Background: an optimization exercise with open tools, aiming at small area and a short achievable clock period. Do not read the settings as production practice.
Only simulation tests tie the RTL to the original design; equivalence was not proved.

// pe_pipelined
module pe_pipelined #(
    parameter int unsigned W_DEPTH = 4,
    parameter int unsigned PIPE    = 2,
    localparam int unsigned ADDR_W = (W_DEPTH > 1) ? $clog2(W_DEPTH) : 1
) (
    input  logic              clk,
    input  logic              reset,
    input  logic              load_cfg,
    input  logic [2:0]        load_op,
    input  logic              load_wen,
    input  logic [ADDR_W-1:0] load_addr,
    input  logic [31:0]       load_data,
    input  logic              in_valid,
    output logic              in_ready,
    input  logic [31:0]       a,
    input  logic [31:0]       b,
    input  logic [31:0]       c,
    output logic              out_valid,
    input  logic              out_ready,
    output logic [31:0]       out_data,
    output logic              busy
);
    localparam logic [2:0] OP_ADD  = 3'b000;
    localparam logic [2:0] OP_MUL  = 3'b001;
    localparam logic [2:0] OP_FMA  = 3'b010;
    localparam logic [2:0] OP_SYS  = 3'b011;
    localparam logic [2:0] OP_ACC  = 3'b100;
    localparam logic [2:0] OP_RELU = 3'b101;
    localparam logic [31:0] FP_ONE   = 32'h3F80_0000;
    localparam logic [31:0] FP_NZERO = 32'h8000_0000;
    logic [2:0]        cfg;
    logic [31:0]       wbank [W_DEPTH];
    logic [W_DEPTH-1:0] wvalid;     
    logic [ADDR_W-1:0] wptr;
    logic              accv;        
    logic              v1, v2;
    logic [22:0]       s1_mx, s1_my;
    logic              s1_hx, s1_hy, s1_ps, s1_pnan, s1_pinf, s1_pzero;
    logic [9:0]        s1_pe;
    logic [31:0]       s1_z;
    logic              s1_byp, s1_acc;
    logic [31:0]       dat;
    logic              stall, accept;
    logic [31:0]       x_in, y_in, z_in;
    logic              byp_in;
    logic [22:0]       p_mx, p_my;
    logic              p_hx, p_hy, p_ps, p_pnan, p_pinf, p_pzero;
    logic [9:0]        p_pe;
    logic [31:0]       fma_res;
    assign stall     = v2 && !out_ready;
    assign in_ready  = !stall && !load_cfg && !load_wen;
    assign accept    = in_valid && in_ready;
    assign out_valid = v2;
    assign out_data  = dat;
    pe_fma_pre u_pre (
        .x(x_in), .y(y_in), .mx(p_mx), .my(p_my), .hx(p_hx), .hy(p_hy),
        .pe(p_pe), .ps(p_ps), .pnan(p_pnan), .pinf(p_pinf), .pzero(p_pzero)
    );
    pe_fma_core u_core (
  ...
Size in the first run: roughly 270 flip-flops, about 170 I/O pins.
==> flow/config.mk <==
export PLATFORM = sky130hd
export DESIGN_NAME = pe_pipelined
export DESIGN_NICKNAME = pe_pipelined
export VERILOG_FILES = /design/flow/design.v
export SDC_FILE = /design/flow/constraint.sdc
export NUM_CORES = 4
export LEC_CHECK = 0
export ABC_AREA = 1
export CAP_MARGIN = 20
export CORE_MARGIN = 2
export CORE_UTILIZATION = 50
export CTS_BUF_LIST = sky130_fd_sc_hd__clkbuf_8
export SLEW_MARGIN = 20
export SYNTH_HIERARCHICAL = 1
==> flow/constraint.sdc <==
create_clock -name core_clock -period 30.0 [get_ports {clk}]
set_input_delay 6.0000 -clock core_clock [delete_from_list [all_inputs] [get_ports {clk}]]
set_output_delay 6.0000 -clock core_clock [all_outputs]
set_load 0.01 [all_outputs]
standard.sh (not shown) runs the stock make flow with config.mk's settings and CLKGATE_MAP_FILE= SYNTH_SCRIPT=/design/flow/synth_recipe.tcl, a recipe that flattens the netlist after the stock synthesis.
==> flow/flow/run.sh <==
#!/bin/bash
set -euo pipefail
export SETUP_SLACK_MARGIN=16.75
export TNS_END_PERCENT=5
export BUFFER_PORTS_ARGS="-buffer_cell sky130_fd_sc_hd__buf_1"
bash standard.sh > standard_make.log 2>&1
Edit:
==> flow/flow/run.sh (replaced) <==
#!/bin/bash
set -euo pipefail
export SETUP_SLACK_MARGIN=17.75
export TNS_END_PERCENT=5
export BUFFER_PORTS_ARGS="-buffer_cell sky130_fd_sc_hd__buf_1"
bash standard.sh > standard_make.log 2>&1
What happened:
- clock-buffer cell count goes up by 1
- cell area came out higher by 8.5%
- worst hold slack hardly moves
Edit:
==> flow/flow/run.sh (replaced) <==
#!/bin/bash
set -euo pipefail
export SETUP_SLACK_MARGIN=16.5
export TNS_END_PERCENT=5
export BUFFER_PORTS_ARGS="-buffer_cell sky130_fd_sc_hd__buf_1"
bash standard.sh > standard_make.log 2>&1
- CTS_BUF_LIST: sky130_fd_sc_hd__clkbuf_8 -> sky130_fd_sc_hd__clkbuf_4
After rerunning: Worst setup slack degrades by 670 ps. Non-clock buffer count goes down by 235. Cell count goes down by 2.8%.

========
build 10:
pe_pipelined again, from the RTL that the note above started with.
Settings: LEC_CHECK=0, ABC_AREA=1, CAP_MARGIN=20, CORE_MARGIN=2, CORE_UTILIZATION=50, CTS_BUF_LIST=sky130_fd_sc_hd__clkbuf_8, SLEW_MARGIN=20, SYNTH_HIERARCHICAL=1; clock period 30.0 ns.
==> flow/flow/run.sh <==
#!/bin/bash
set -euo pipefail
export SETUP_SLACK_MARGIN=17.25
export TNS_END_PERCENT=5
export BUFFER_PORTS_ARGS="-buffer_cell sky130_fd_sc_hd__buf_2"
bash standard.sh > standard_make.log 2>&1
Relative to build 10, the following input files were edited for build 16:
Settings: CAP_MARGIN changed from 20 to 10; SLEW_MARGIN changed from 20 to 10.
==> flow/flow/run.sh <==
#!/bin/bash
set -euo pipefail
export SETUP_SLACK_MARGIN=16.5
export TNS_END_PERCENT=5
export BUFFER_PORTS_ARGS="-buffer_cell sky130_fd_sc_hd__buf_1"
bash standard.sh > standard_make.log 2>&1
Results
- Highest cell delay on the worst timing path up 0.45 ns in build 16 wrt build 10
- Type of the setup path with the least slack = reg2reg: build 16; type of the setup path with the least slack = in2out: build 10
- The worst setup timing slack at the placement stage of build 16 is higher than that of build 10.
- Time the worst path needs with I/O delays and setup delta (build 16 − build 10): unfavourable
[inputs] build 96 vs build 16
Settings: swapping 10 for 20 in SLEW_MARGIN; swapping 10 for 20 in CAP_MARGIN.
-- flow/flow/run.sh --
<<< build 16, line 3
export SETUP_SLACK_MARGIN=16.5
>>> build 96, line 3
export SETUP_SLACK_MARGIN=17.25
--- outcome ---
Summary: cell area, build 96 worse than build 16. Routed wire length went up slightly going from build 16 to build 96. Cmp build 16 and build 96 / setup slack / higher: build 96. Data arrival at the endpoint of the critical path ended up 6.77 ns lower on build 96 than on build 16. Higher number of nets in the finished design was reported by build 96, not build 16. [compare] base=build 16 new=build 96: via count saw an increase, fraction of the mapped netlist area in compound gates saw little to no change, number of standard cells in the final layout excluding fillers saw an increase.
Here is what was changed in the inputs of build 22 compared with build 96.
Settings: a change of CORE_UTILIZATION from 50 to 56; a deleted CTS_BUF_LIST that had been sky130_fd_sc_hd__clkbuf_8.
==> flow/flow/run.sh <==
#!/bin/bash
set -euo pipefail
export SETUP_SLACK_MARGIN=16.5
export TNS_END_PERCENT=5
export BUFFER_PORTS_ARGS="-buffer_cell sky130_fd_sc_hd__buf_2"
bash standard.sh > standard_make.log 2>&1
Findings:
Build 22 vs build 96, number of clock buffers in the layout went down by 11. Relative to build 96, the global-route usage of build 22 is higher by 3.5 points. Summary of the comparison: instance count after placement with tap cells included is lower in build 22, relative to build 96. The total routed wire length on the met1 layer of build 22 falls short of that of build 96 by about 9%. Comparing final worst-path setup slack for build 22 and build 96, the bigger number came from build 96. Build 96 → build 22: filler cell count in the final layout lower, number of global-route vias before repair higher, via count higher, total detailed-routing wirelength lower.

-- separate check: timing with driven ports --
In the flow no input, the clock included, has a driving cell. The finished layouts below were timed again as built, in two steps. Step 1 sets driving cells, clkbuf_16 on the clock port and buf_2 on the other inputs (assumed; they add their load-dependent delay and slew). Step 2 also shifts input and output timing later by t, the mid clock arrival at the registers, as if the neighbouring blocks saw the same clock. Slacks: ideal ports / drivers / drivers and shift; pairs: ideal ports / drivers.
run	t, ns	setup WS [ns]	worst data-port slew with drivers (ns)
the first run of note 1	0.653	17.101 / 17.101 / 17.101	0.11
the second run of note 1	0.640	17.540 / 17.520 / 16.950	0.12
the third run of note 1	0.834	16.866 / 16.866 / 16.866	0.10
build 10	0.663	17.357 / 17.339 / 17.339	0.10
build 16	0.641	16.873 / 16.873 / 16.873	0.11
build 96	0.651	17.358 / 17.335 / 17.335	0.10
build 22	0.626	16.816 / 16.816 / 16.816	0.11
After both steps setup and hold are still met in every run listed. The setup slack of the second run of note 1, which loses most, moves by -0.020 ns with the drivers and by -0.590 ns with both steps.
